From an optimization exercise on the open Yosys and OpenROAD flow, aimed at small area, a short achievable clock period and few clock cycles per item; shortcuts taken in it are not production practice.
Function was checked by simulation only, so behaviour that the tests miss may differ from the original.
Power is estimated from default activity; no workload was simulated.

Design software_timer_bank, start of the top module:
module software_timer_bank #(
  parameter int NUM_TIMERS = stb_pkg::NUM_TIMERS_DEF
) (
  input  logic                          clk,
  input  logic                          rst,
  input  logic                          in_valid,
  output logic                          in_stall,
  input  logic [stb_pkg::ACTION_W-1:0]  action,
  input  logic [stb_pkg::INDEX_W-1:0]   timer_index,
  input  logic [stb_pkg::TICK_W-1:0]    period,
  input  logic                          periodic,
  output logic                          out_valid,
  input  logic                          out_stall,
  output logic [stb_pkg::STATUS_W-1:0]  status,
  output logic [stb_pkg::INDEX_W-1:0]   result_index,
  output logic [stb_pkg::TICK_W-1:0]    elapsed_ticks,
  output logic                          last
);
Size in the first run: ~3000 cells after synthesis, ~840 flip-flops, about 86 I/O pins, roughly 0.038 sq mm of cells after synthesis.
clock: 8.0 ns
lec_check: 0
cap_margin: 20
core_margin: 2
core_utilization: 40
cts_buf_list: sky130_fd_sc_hd__clkbuf_8
cts_cluster_diameter: 50
cts_cluster_size: 18
place_density: 0.6
setup_slack_margin: 5
slew_margin: 20
tns_end_percent: 0
run.sh (not shown) runs the stock make flow with config.mk's settings and CLKGATE_MAP_FILE= SYNTH_SCRIPT=/design/flow/synth_recipe.tcl, a recipe that flattens the netlist after the stock synthesis.
Testbench counts at the start, summed over its fixed seeds: cycles 12,918, items 12,000.
Then changed:
CORE_UTILIZATION = 50   (was 40)
CTS_CLUSTER_SIZE = 16   (was 18)
PLACE_DENSITY = 0.65   (was 0.6)
What happened:
- The new run finished clean
- total power shrinks by 3.0%
- synthesized cell count is unchanged
- core utilization rose by 11 points
- final cell count went down by 6.4%
- cell area came out lower by 1.2%
- clock skew decreases by 16 ps

Setup of v54:
Starting RTL as in the previous note.
Settings: LEC_CHECK=0, CAP_MARGIN=20, CORE_MARGIN=2, CORE_UTILIZATION=40, CTS_BUF_LIST=sky130_fd_sc_hd__clkbuf_8, CTS_CLUSTER_DIAMETER=45, CTS_CLUSTER_SIZE=20, PLACE_DENSITY=0.6, SETUP_SLACK_MARGIN=5, SLEW_MARGIN=20, TNS_END_PERCENT=0; clock period 8.0 ns.
v54 reached the end of the flow, and the finished layout is clean on the timing, design-rule and antenna checks.
Testbench counts of v54, summed over its fixed seeds: cycles 12,918, items 12,000.
Relative to v54, the following input files were edited for v19:
Settings: changing CORE_UTILIZATION from 40 to 50; changing CTS_CLUSTER_DIAMETER from 45 to 50; changing PLACE_DENSITY from 0.6 to 0.65; changing CTS_CLUSTER_SIZE from 20 to 14.
## What came out
- Between v54 and v19, area added between synthesis and finish is higher for v54, v19 comes in under that.
- The launching element of the worst setup path comes out tn_lo[4] in one run and tn_lo[2] in the other, namely in v19 and v54 respectively.
- Summary of v19 over v54: met1 track utilization from global routing climbed 7.5 points; maximum frequency lost about 2.3%; global-route met2 utilization saw an increase; number of cells after detailed placement decreased by 296 relative to the old numbers.
### v19 -> v8
Settings: changing CORE_UTILIZATION from 50 to 40; removing CTS_CLUSTER_SIZE (formerly 14); removing CTS_BUF_LIST (formerly sky130_fd_sc_hd__clkbuf_8); removing CTS_CLUSTER_DIAMETER (formerly 50); changing PLACE_DENSITY from 0.65 to 0.6.
## What came out
Summary — switching power total, v8 relative to v19: higher, by 150 uW.
Going from v19 to v8, number of vias after detailed routing shrank by a few percent.
The total sequential power on v8 is in line with that on v19.
Diff v19 -> v8 | amount of wire on met3 after detailed routing | down by more than 10%
v8 against v19: total chip power +14%, first-iteration DRC count -about 6.5%, maximum achievable frequency +3.3%, die area +0.019 mm^2.
Weighted congestion reported at the end of routability-driven placement: lower on v8

Another version of the RTL of software_timer_bank (not shown whole).
Size in the first run: about 3,200 cells after synthesis, roughly 86 I/O pins, about 37,000 um^2 of cells after synthesis.
==> flow/design.v (excerpt) <==
module software_timer_bank #(
  parameter int NUM_TIMERS = stb_pkg::NUM_TIMERS_DEF
) (
  input  logic                          clk,
  input  logic                          rst,
  input  logic                          in_valid,
  output logic                          in_stall,
  input  logic [stb_pkg::ACTION_W-1:0]  action,
  input  logic [stb_pkg::INDEX_W-1:0]   timer_index,
  input  logic [stb_pkg::TICK_W-1:0]    period,
  input  logic                          periodic,
  output logic                          out_valid,
  input  logic                          out_stall,
  output logic [stb_pkg::STATUS_W-1:0]  status,
  output logic [stb_pkg::INDEX_W-1:0]   result_index,
  output logic [stb_pkg::TICK_W-1:0]    elapsed_ticks,
  output logic                          last
);
  localparam int N     = NUM_TIMERS;
  localparam int IDX_W = (N > 1) ? $clog2(N) : 1;
  localparam int W     = stb_pkg::TICK_W;
  localparam int XW    = stb_pkg::INDEX_W;
  localparam int SW    = stb_pkg::STATUS_W;
  localparam int LW    = stb_pkg::LO_W;
  localparam int HW    = W - LW;
  logic [W-1:0] tick;
  logic [N-1:0] in_use, running, auto_rl, expired;
  logic [N-1:0] pending;    
  logic [N-1:0] dl_zero;    
  logic [N-1:0] per_one;    
  logic [N-1:0] hq, hq1;    
  logic [N-1:0] scan_need;  
  logic         stall_q;
  logic          c0v, c1v;
  logic [1:0]    c0k, c1k;
  logic [SW-1:0] c0st, c1st;
  logic [XW-1:0] c0ix, c1ix;
  logic [N-1:0]  c0m, c1m;
  logic          c0frz;
  logic [N-1:0]  c0q;       
  logic [W-1:0]  el_hold;
  logic          ov;
  logic [SW-1:0] ost;
  logic [XW-1:0] oix;
  logic [W-1:0]  oel;
  logic          olast;
  logic [N-1:0] per_we, dl_we, eng_oh, d_oh;
  logic [W-1:0] eng_per, q_per, d_dl, dl_wdata, tick_inc;
  logic [N-1:0] lo_eq;
  stb_entry_store #(.N(N), .W(W)) u_store (
    .clk       (clk),
    .per_we    (per_we),
  ...
export LEC_CHECK = 0
export CAP_MARGIN = 20
export CORE_MARGIN = 2
export CORE_UTILIZATION = 40
export PLACE_DENSITY = 0.6
export SETUP_SLACK_MARGIN = 5
export SLEW_MARGIN = 20
create_clock -name core_clock -period 8.0 [get_ports {clk}]
The baseline passed the timing, design-rule and antenna checks.
Testbench counts at the start, summed over its fixed seeds: cycles 12,893, items 12,000.
Next try:
- TNS_END_PERCENT: not set -> 0
After rerunning:
- The new run completed without violations
- first-iteration DRC count falls by about 18%
- sequential power hardly moves
- via count fell by about 10%
- wire length falls by about 17%
- cell count came out lower by about 7%
- design area fell by 13%
- flip-flop and latch count does not change

-- afterwards: timing with drivers on the ports --
No port has a modelled driver above. Below, the same layouts with a new extraction and two added sets of constraints.
Step 1, drivers: a clkbuf_16 drives clk and a buf_2 each remaining input, both assumed.
Step 2, shift: input delay + t, output delay - t, t = (earliest + latest rising clock arrival at the registers) / 2. This alone moves slack from input paths to output paths.
a / b / c = no drivers / after step 1 / after step 2; a / b = the first two.
run	t (ns)	setup slack, ns	worst setup path at the end
the first run of note 1	0.800	4.208 / 4.230 / 3.430	input to register
the second run of note 1	0.780	4.158 / 4.158 / 3.411	input to register
v54	0.810	4.199 / 4.199 / 3.474	input to register
v19	0.760	4.112 / 4.112 / 3.460	input to register
v8	0.732	4.236 / 4.258 / 3.527	input to register
the first run of note 3	0.732	3.799 / 3.799 / 3.799	register to register
the second run of note 3	0.699	3.879 / 3.879 / 3.351	input to register
After both steps every run listed still meets setup and hold. The setup slack of the first run of note 1, which loses most, moves by +0.022 ns with the drivers and by -0.778 ns with both steps.
